Context: an optimization exercise on an open-source flow, tuned for small area, a short achievable clock period and few clock cycles. The choices shown serve that exercise and are no tape-out recipe. No functional check of the RTL was part of this run. Power and IR drop assume default switching activity.

==> design/flow/design.v <==
module ex_stage (
  input  logic        clk,
  input  logic        rst,
  input  logic [31:0] i_inst,
  input  logic [2:0]  i_alusel,
  input  logic [4:0]  i_aluop,
  input  logic [31:0] i_srcLeft,
  input  logic [31:0] i_srcRight,
  input  logic [1:0]  i_memop,
  input  logic [4:0]  i_dest,
  input  logic        i_writeEnable,
  input  logic        i_flush,
  output logic [31:0] o_result,
  output logic [1:0]  o_memop,
  output logic [31:0] o_memAddr,
  output logic [31:0] o_storeData,
  output logic [4:0]  o_dest,
  output logic        o_writeEnable,
  output logic        o_overflow,
  output logic        o_stallReq
);
  localparam logic [2:0] SEL_SPECIAL = 3'd0, SEL_LOGIC = 3'd1, SEL_ARITH = 3'd2,
                         SEL_MULDIV  = 3'd3, SEL_MEMACC = 3'd4;
  logic [31:0] A, B;
  assign A = i_srcLeft;
  assign B = i_srcRight;
  function automatic logic [5:0] bitlen(input logic [31:0] x);
    logic [5:0] n;
    n = 6'd0;
    for (int i = 0; i < 32; i++) if (x[i]) n = i + 1;
    bitlen = n;
  endfunction
  function automatic logic [31:0] rev32(input logic [31:0] x);
    for (int i = 0; i < 32; i++) rev32[i] = x[31 - i];
  endfunction
  logic [31:0] r0_q, r1_q, x_q;
  logic [32:0] m_q;
  logic [5:0]  cnt_q;
  logic        busy_q, swap_q, div_q, sgn_q, negd_q, xneg_q, negq_q, dom_q, sub_q, mbit_q;
  logic [4:0]  nidx;
  logic        kill, is_md, uses_hl, stall, retire, md_start, mthi, mtlo;
  assign kill     = rst | i_flush;
  assign is_md    = (i_alusel == SEL_MULDIV) && (i_aluop[4:2] == 3'd0);
  assign uses_hl  = is_md || ((i_alusel == SEL_SPECIAL) && (i_aluop != 5'd0) && (i_aluop <= 5'd4));
  assign stall    = !kill && busy_q && uses_hl;
  assign retire   = !kill && !stall;
  assign md_start = retire && is_md;
  assign mthi     = retire && (i_alusel == SEL_SPECIAL) && (i_aluop == 5'd3);
  assign mtlo     = retire && (i_alusel == SEL_SPECIAL) && (i_aluop == 5'd4);
  logic        sgn, an, bn, op_div, swp, dz, qz;
  logic [31:0] ta, tb, sh_out;
  logic [5:0]  lza, lzb, na, nb, nm, lbd, s_div;
  assign op_div  = i_aluop[1];
  assign sgn     = !i_aluop[0];
  assign an      = sgn && A[31];
  assign bn      = sgn && B[31];
  assign ta      = A ^ {32{an}};
  assign tb      = B ^ {32{bn}};
  assign lza     = bitlen(ta);
  assign lzb     = bitlen(tb);
  assign na      = lza + {5'd0, an};         
  assign nb      = lzb + {5'd0, bn};
  assign swp     = na < nb;                  
  assign nm      = swp ? na : nb;
  assign lbd     = (lzb == 6'd0) ? {5'd0, bn} : lzb;   
  assign dz      = (lzb == 6'd0) && !bn;     
  assign qz      = na < lbd;                 
  assign s_div   = na - lbd;
  assign sh_out  = B << s_div[4:0];
  logic        last, mbit, dneg, s_hi, accept, r0_ev, r0_dec, r0_b;
  logic [33:0] add_a, add_b, add_s;
  logic        add_c;
  logic [30:0] r0_id;
  logic [31:0] r0_base, r0_adj;
  assign last  = (cnt_q == 6'd1);
  assign mbit  = mbit_q;
  assign nidx  = cnt_q[4:0] - 5'd2;
  assign dneg  = mbit && negd_q;
  assign s_hi  = mbit && (xneg_q ^ negd_q);
  always_comb begin
    if (div_q) begin
      add_a = {{2{sgn_q && r1_q[31]}}, r1_q};
      add_b = {m_q[32], m_q} ^ {34{sub_q}};
      add_c = sub_q;
    end else begin
      add_a = {2'b00, r1_q[30:0], 1'b0};
      add_b = {2'b00, mbit ? (x_q ^ {32{negd_q}}) : 32'd0};
      add_c = dneg;
    end
  end
  assign add_s  = add_a + add_b + {33'd0, add_c};
  assign accept = dom_q ? (add_s[33] || (add_s == 34'd0)) : !add_s[33];
  assign r0_dec = !div_q && s_hi;
  assign r0_id  = r0_q[30:0] + {{30{r0_dec}}, 1'b1};
  assign r0_b   = div_q ? (accept ^ negq_q) : r1_q[31];
  assign r0_ev  = div_q ? (last && negq_q) : (add_s[32] ^ s_hi);
  assign r0_base = {r0_q[30:0], r0_b};
  always_comb begin
    if (r0_dec) r0_adj = r0_b ? {r0_q[30:0], 1'b0} : {r0_id, 1'b1};
    else        r0_adj = r0_b ? {r0_id, 1'b0} : {r0_q[30:0], 1'b1};
  end
  always_ff @(posedge clk) begin
    if (rst) begin
      r0_q   <= '0;
      r1_q   <= '0;
      swap_q <= 1'b0;
      busy_q <= 1'b0;
    end else if (busy_q) begin
      r0_q   <= r0_ev ? r0_adj : r0_base;
      cnt_q  <= cnt_q - 6'd1;
      negd_q <= 1'b0;
      mbit_q <= m_q[nidx];
      if (div_q) begin
        if (accept) r1_q <= add_s[31:0];
        m_q <= {m_q[32], m_q[32:1]};
      end else begin
        r1_q <= add_s[31:0];
      end
      if (last) busy_q <= 1'b0;
    end else if (md_start) begin
      div_q  <= op_div;
      sgn_q  <= sgn;
      x_q    <= swp ? B : A;
      negd_q <= swp ? an : bn;
      xneg_q <= swp ? bn : an;
      negq_q <= an ^ bn;
      dom_q  <= an;
      sub_q  <= an == bn;
      m_q    <= op_div ? {bn, sh_out} : {1'b0, swp ? A : B};
      mbit_q <= 1'b1;
      swap_q <= op_div;
      r1_q   <= op_div ? A : 32'd0;
      r0_q   <= {32{op_div && (dz || ((an ^ bn) && !qz))}};
      if (op_div) begin
        cnt_q  <= s_div + 6'd1;
        busy_q <= !dz && !qz;
      end else begin
        cnt_q  <= nm;
        busy_q <= nm != 6'd0;
      end
    end else begin
      if (mthi) begin
        if (swap_q) r1_q <= A; else r0_q <= A;
      end
      if (mtlo) begin
        if (swap_q) r0_q <= A; else r1_q <= A;
      end
    end
  end
  logic [31:0] hi, lo;
  assign hi = swap_q ? r1_q : r0_q;
  assign lo = swap_q ? r0_q : r1_q;
  logic        add_ovf, sub_ovf, n31, slt, sltu, left, fill;
  logic [31:0] sum;
  logic [32:0] diff;
  logic [31:0] mem_addr, sh_in, sh_r, sh_res, res;
  logic [63:0] sh_full;
  logic        we, ovf;
  assign mem_addr = A + {{16{i_inst[15]}}, i_inst[15:0]};
  assign sum      = A + B;
  assign diff     = {1'b0, A} - {1'b0, B};
  assign add_ovf  = (A[31] == B[31]) && (sum[31] != A[31]);
  assign n31      = B[31] ^ (|B[30:0]);
  assign sub_ovf  = (A[31] == n31) && (diff[31] != A[31]);
  assign sltu     = diff[32];
  assign slt      = (A[31] != B[31]) ? A[31] : diff[31];
  assign left    = (i_aluop[1:0] == 2'd0);
  assign fill    = i_aluop[1] && A[31];
  assign sh_in   = left ? rev32(A) : A;
  assign sh_full = {{32{fill}}, sh_in} >> B[4:0];
  assign sh_r    = sh_full[31:0];
  assign sh_res  = left ? rev32(sh_r) : sh_r;
  always_comb begin
    res = '0;
    we  = i_writeEnable;
    ovf = 1'b0;
    case (i_alusel)
      SEL_SPECIAL: case (i_aluop)
        5'd0:    ;
        5'd1:    begin res = hi; we = 1'b1; end
        5'd2:    begin res = lo; we = 1'b1; end
        default: we = 1'b0;
      endcase
      SEL_LOGIC: case (i_aluop)
        5'd0:    res = A & B;
        5'd1:    res = A | B;
        5'd2:    res = A ^ B;
        5'd3:    res = ~(A | B);
        5'd4, 5'd5, 5'd6: res = sh_res;
        default: we = 1'b0;
      endcase
      SEL_ARITH: case (i_aluop)
        5'd0:    begin res = sum; ovf = add_ovf; end
        5'd1:    begin res = diff[31:0]; ovf = sub_ovf; end
        5'd2:    res = {31'd0, slt};
        5'd3:    res = {31'd0, sltu};
        default: we = 1'b0;
      endcase
      SEL_MEMACC: res = mem_addr;
      default:    we = 1'b0;
    endcase
    if (ovf || stall) we = 1'b0;
  end
  assign o_result      = kill ? '0 : res;
  assign o_memop       = kill ? 2'd0 : i_memop;
  assign o_memAddr     = kill ? '0 : mem_addr;
  assign o_storeData   = kill ? '0 : i_srcRight;
  assign o_dest        = kill ? '0 : i_dest;
  assign o_writeEnable = !kill && we;
  assign o_overflow    = !kill && ovf;
  assign o_stallReq    = stall;
endmodule
==> design/flow/run.sh <==
#!/bin/bash
# synth_recipe.tcl (not shown) runs the flow's synth.tcl, then flattens the netlist and writes it again
# the make line also repeats each setting of config.mk as NAME=value (left out here)
make -C /OpenROAD-flow-scripts/flow DESIGN_CONFIG=/design/flow/config.mk WORK_HOME=/design/flow/orfs CLKGATE_MAP_FILE= SYNTH_SCRIPT=/design/flow/synth_recipe.tcl finish
==> design/flow/config.mk <==
export PLATFORM = sky130hd
export DESIGN_NAME = ex_stage
export DESIGN_NICKNAME = ex_stage
export VERILOG_FILES = /design/flow/design.v
export SDC_FILE = /design/flow/constraint.sdc
export NUM_CORES = 4
export LEC_CHECK = 0
export ABC_AREA = 0
export CAP_MARGIN = 20
export CORE_MARGIN = 2
export CORE_UTILIZATION = 40
export SETUP_SLACK_MARGIN = 2.0
export SLEW_MARGIN = 20
==> design/flow/constraint.sdc <==
create_clock -name core_clock -period 9.0 [get_ports {clk}]
set_input_delay 1.8000 -clock core_clock [delete_from_list [all_inputs] [get_ports {clk}]]
set_output_delay 1.8000 -clock core_clock [all_outputs]
set_load 0.01 [all_outputs]
==> flow_metrics.env <==
export IMPL_synth_fp_nets=3914
export IMPL_synth_cells=3584
export IMPL_viasPerCell=6.745
export IMPL_fill_cells=6297
export IMPL_cp_slowest_stage_delay_ps=480
export IMPL_cts_buffers=17
export IMPL_gp_congestion=1.064
export IMPL_grt_max_degree=65
export IMPL_grt_pass1_wl_mm=203.8
export IMPL_dieArea_mm2=0.06874
export IMPL_yosysTopAreaCell="ha_1"
export IMPL_boundaryPins=221
export IMPL_die_x_um=262.2
export IMPL_grt_use_met1_pct=51.76
export IMPL_hp_class="reg2reg"
export IMPL_clockRootBuffer="clkbuf_16"
export IMPL_total_power_w=0.003658
export IMPL_cap_violations=0
export IMPL_yosysMostFrequentCell="nand2_1"
export IMPL_ys_top_cells_by_area="ha_1 9.7%, edfxtp_1 8.9%, mux4_2 6.3%"
export IMPL_power_density_mw_per_mm2=107.1
export IMPL_cts_tree="done"
export IMPL_ys_seq_elements=145
export IMPL_slew_headroom_pct=18.77
export IMPL_first_pass_iters=6
export IMPL_antenna_found_initial=5
export IMPL_setup_viol=0
export IMPL_synth_top_cells_by_count="389 x nand2_1, 308 x o21ai_0, 304 x nor2_1"
export IMPL_drv_slew=0
export IMPL_grtUsageTotal_pct=40.62
export IMPL_met2_usage_pct=61.12
export IMPL_final_nets=4206
export IMPL_endpoint_kind="primary output"
export IMPL_synth_seq_area_share_pct=13.85
export IMPL_finalCoreUtilization_pct=51.85
export IMPL_critical_path_class="in2out"
export IMPL_start_kind="input pin"
export IMPL_avgSynthCellArea_um2=7.439
export IMPL_drt_iter0_markers=4533
export IMPL_async_flop_share_pct=0
export IMPL_syn_cell_area_mm2=0.02666
export IMPL_synthDominantCellAreaShare_pct=9.714
export IMPL_max_vdd_ir_drop_mv=0.1544
export IMPL_worstSkewPairLatency_ps=460
export IMPL_critPathSlowestCell="fa_1"
export IMPL_grt_use_met3_pct=8.835
export IMPL_fin_crit_sh_pct=81.35
export IMPL_grt_busiest_layer="met2"
export IMPL_clock_path_buffers=2
export IMPL_setup_tns_ps=0
export IMPL_overflow=0
export IMPL_cts_sinks=145
export IMPL_clkTransAtPathRegs_ps=60
export IMPL_dp_hpwl_mm=106.4
export IMPL_max_slew_worst_pin_slew_ps=1206
export IMPL_vias=32120
export IMPL_io_buffer_count=204
export IMPL_synth_cell_type_count=92
export IMPL_cp_max_fo=3
export IMPL_grt_pass1_vias=29460
export IMPL_htreeDepth=4
export IMPL_placementRows=94
export IMPL_cp_required_ps=7200
export IMPL_worstPathCellList="buf_2 > inv_2 > ha_4 > inv_2 > a21oi_4 > o21bai_4 > o311a_4 > o21ai_4 > o311a_4 > o211ai_1 > buf_4 > nand2_4 > a21oi_2 > nor2_1 > o21bai_1 > fa_1 > buf_4 > a32oi_2 > o22ai_2 > a21oi_2 > o21ai_1 > buf_2"
export IMPL_hold_violations=0
export IMPL_synth_edff_count=79
export IMPL_drt_antenna_violating_nets=0
export IMPL_max_freq_mhz=136.6
export IMPL_core_area_mm2=0.06586
export IMPL_hold_buffers=0
export IMPL_die_h_um=262.2
export IMPL_p_leak_nw=13.74
export IMPL_fin_crit_ps=7322
export IMPL_area_delta_synth_final_pct=28.09
export IMPL_yosysWarnings=1
export IMPL_drt_wirelength_per_cell_um=30.22
export IMPL_status="timing/DRC/antenna clean"
export IMPL_drc=0
export IMPL_synthFlopType="edfxtp_1"
export IMPL_drt_wl_total_mm=143.9
export IMPL_rsz0062_at_grt="true"
export IMPL_floorplan_initialDensity_pct=40.48
export IMPL_clock_skew_ps=14.04
export IMPL_cp_arrival_ps=5520
export IMPL_layout_drive_gt1_share_pct=22.53
==> cell usage in the layout, fill, tap and decap left out, types with 79 or more instances in the layout <==
| cell | n |
|---|---|
| mux2i_1 | 138 |
| o21ai_0 | 280 |
| ha_1 | 148 |
| nor2_1 | 292 |
| buf_4 | 307 |
| xnor2_1 | 95 |
| clkdlybuf4s50_1 | 122 |
| a21oi_1 | 252 |
| edfxtp_1 | 79 |
| inv_1 | 90 |
| nand2_1 | 377 |
==> worst max-delay path: cells and delay by family <==
family                   cells  cell delay, ps
AND/OR/NAND/NOR              2             190
adder cells (fa/ha/maj)      2             750
AO/OA/AOI/OAI               12            2040
buffers and inverters        6             720
==> flip-flops by register name (all words and copies together), names as in the netlist, 6 cells and up <==
signal / count
m_q: 33
r0_q: 32
r1_q: 32
x_q: 32
cnt_q: 6
==> where the power goes <==
| part | internal, W | switching (W) | total, W |
|---|---|---|---|
| combinational | 0.000883 | 0.00130 | 0.00218 |
| clock | 0.000430 | 0.000320 | 0.000750 |
| sequential | 0.000725 | 0.00000395 | 0.000729 |
| total | 0.00204 | 0.00162 | 0.00366 |
==> through the flow <==
stage                     setup WS [ps]  instances  instance area (um2)  hold slack, ps
final                              1678       4761                34150           513.8
after global routing               1606       4753                34130           525.7
after CTS                          1739       4715                33150           512.5
after detailed placement          208.4       4566                30330           502.5
after global placement            223.4       4566                30330           501.8
after floorplan                    2002       3584                26820           463.9
==> cell families after synthesis <==
| logic type | Yosys count | synth area share (%) |
|---|---|---|
| AOI/OAI and AO/OA | 1261 | 31.50 |
| muxes | 264 | 13.57 |
| xor gates and xnor gates | 179 | 5.880 |
| adders and majority gates | 215 | 10.31 |
| buffers and inverters | 437 | 6.425 |
| DFF | 145 | 13.85 |
| and+or+nand+nor | 1083 | 18.46 |
==> layer usage <==
| layer | up-vias | routed length [um] |
|---|---|---|
| met3 | 510 | 15840 |
| met1 | 15330 | 54670 |
| met5 | - | 10 |
| met2 | 2223 | 61150 |
| met4 | 2 | 12220 |
| li1 | 14050 | - |
==> final timing paths <==
kind / startpoint / to / slack, ps / cells past startpoint
worst max register to register: div_q / r0_q[30] / 2370 / 15
worst max-delay path: i_srcLeft[2] / o_result[31] / 1680 / 22
worst min register to register: r1_q[0] / r1_q[0] / 510 / 1
worst min-delay path: r1_q[0] / r1_q[0] / 510 / 1
==> repair_timing <==
action,4_1_cts,5_1_grt
cloned,3,1
setup endpoints to repair,132,143
buffers inserted,114,36
pin swaps,92,74
resized for setup,511,179
==> final cells by class <==
type / count / area (um2) / share of cell area, %
clock inverters: 13 / 147.6 / 0.4323
multi-input cells: 3006 / 23100 / 67.64
clock buffers: 19 / 454.2 / 1.330
well taps: 864 / 1081 / 3.166
repair buffers: 564 / 5032 / 14.74
inverters: 142 / 619.3 / 1.814
diodes: 8 / 20.02 / 0.05862
flip-flops and latches: 145 / 3695 / 10.82

==> afterwards: timing with drivers on the ports <==
How much do the figures lean on ideal ports? The routed layout below was timed once more, with nothing changed but the port constraints.
Step 1: set_driving_cell puts a clkbuf_16 on clk and a buf_2 on each other input, an assumption about the parent block.
Step 2 times the ports against the registers' clock, not the clock port: input delays grow and output delays shrink by t, the midpoint of the rising clock arrivals with the driver on.
Three values: ideal, step 1, step 2; two values: the first two.
shift t [ns]: 0.502
slack for setup (ns): 1.678 / 1.605 / 1.605
hold WS [ns]: 0.514 / 0.514 / 0.514
slew at the worst register clock pin (ns): 0.07 / 0.07
After both steps this run still meets setup and hold. The setup slack of this run moves by -0.073 ns with the drivers and by -0.073 ns with both steps.
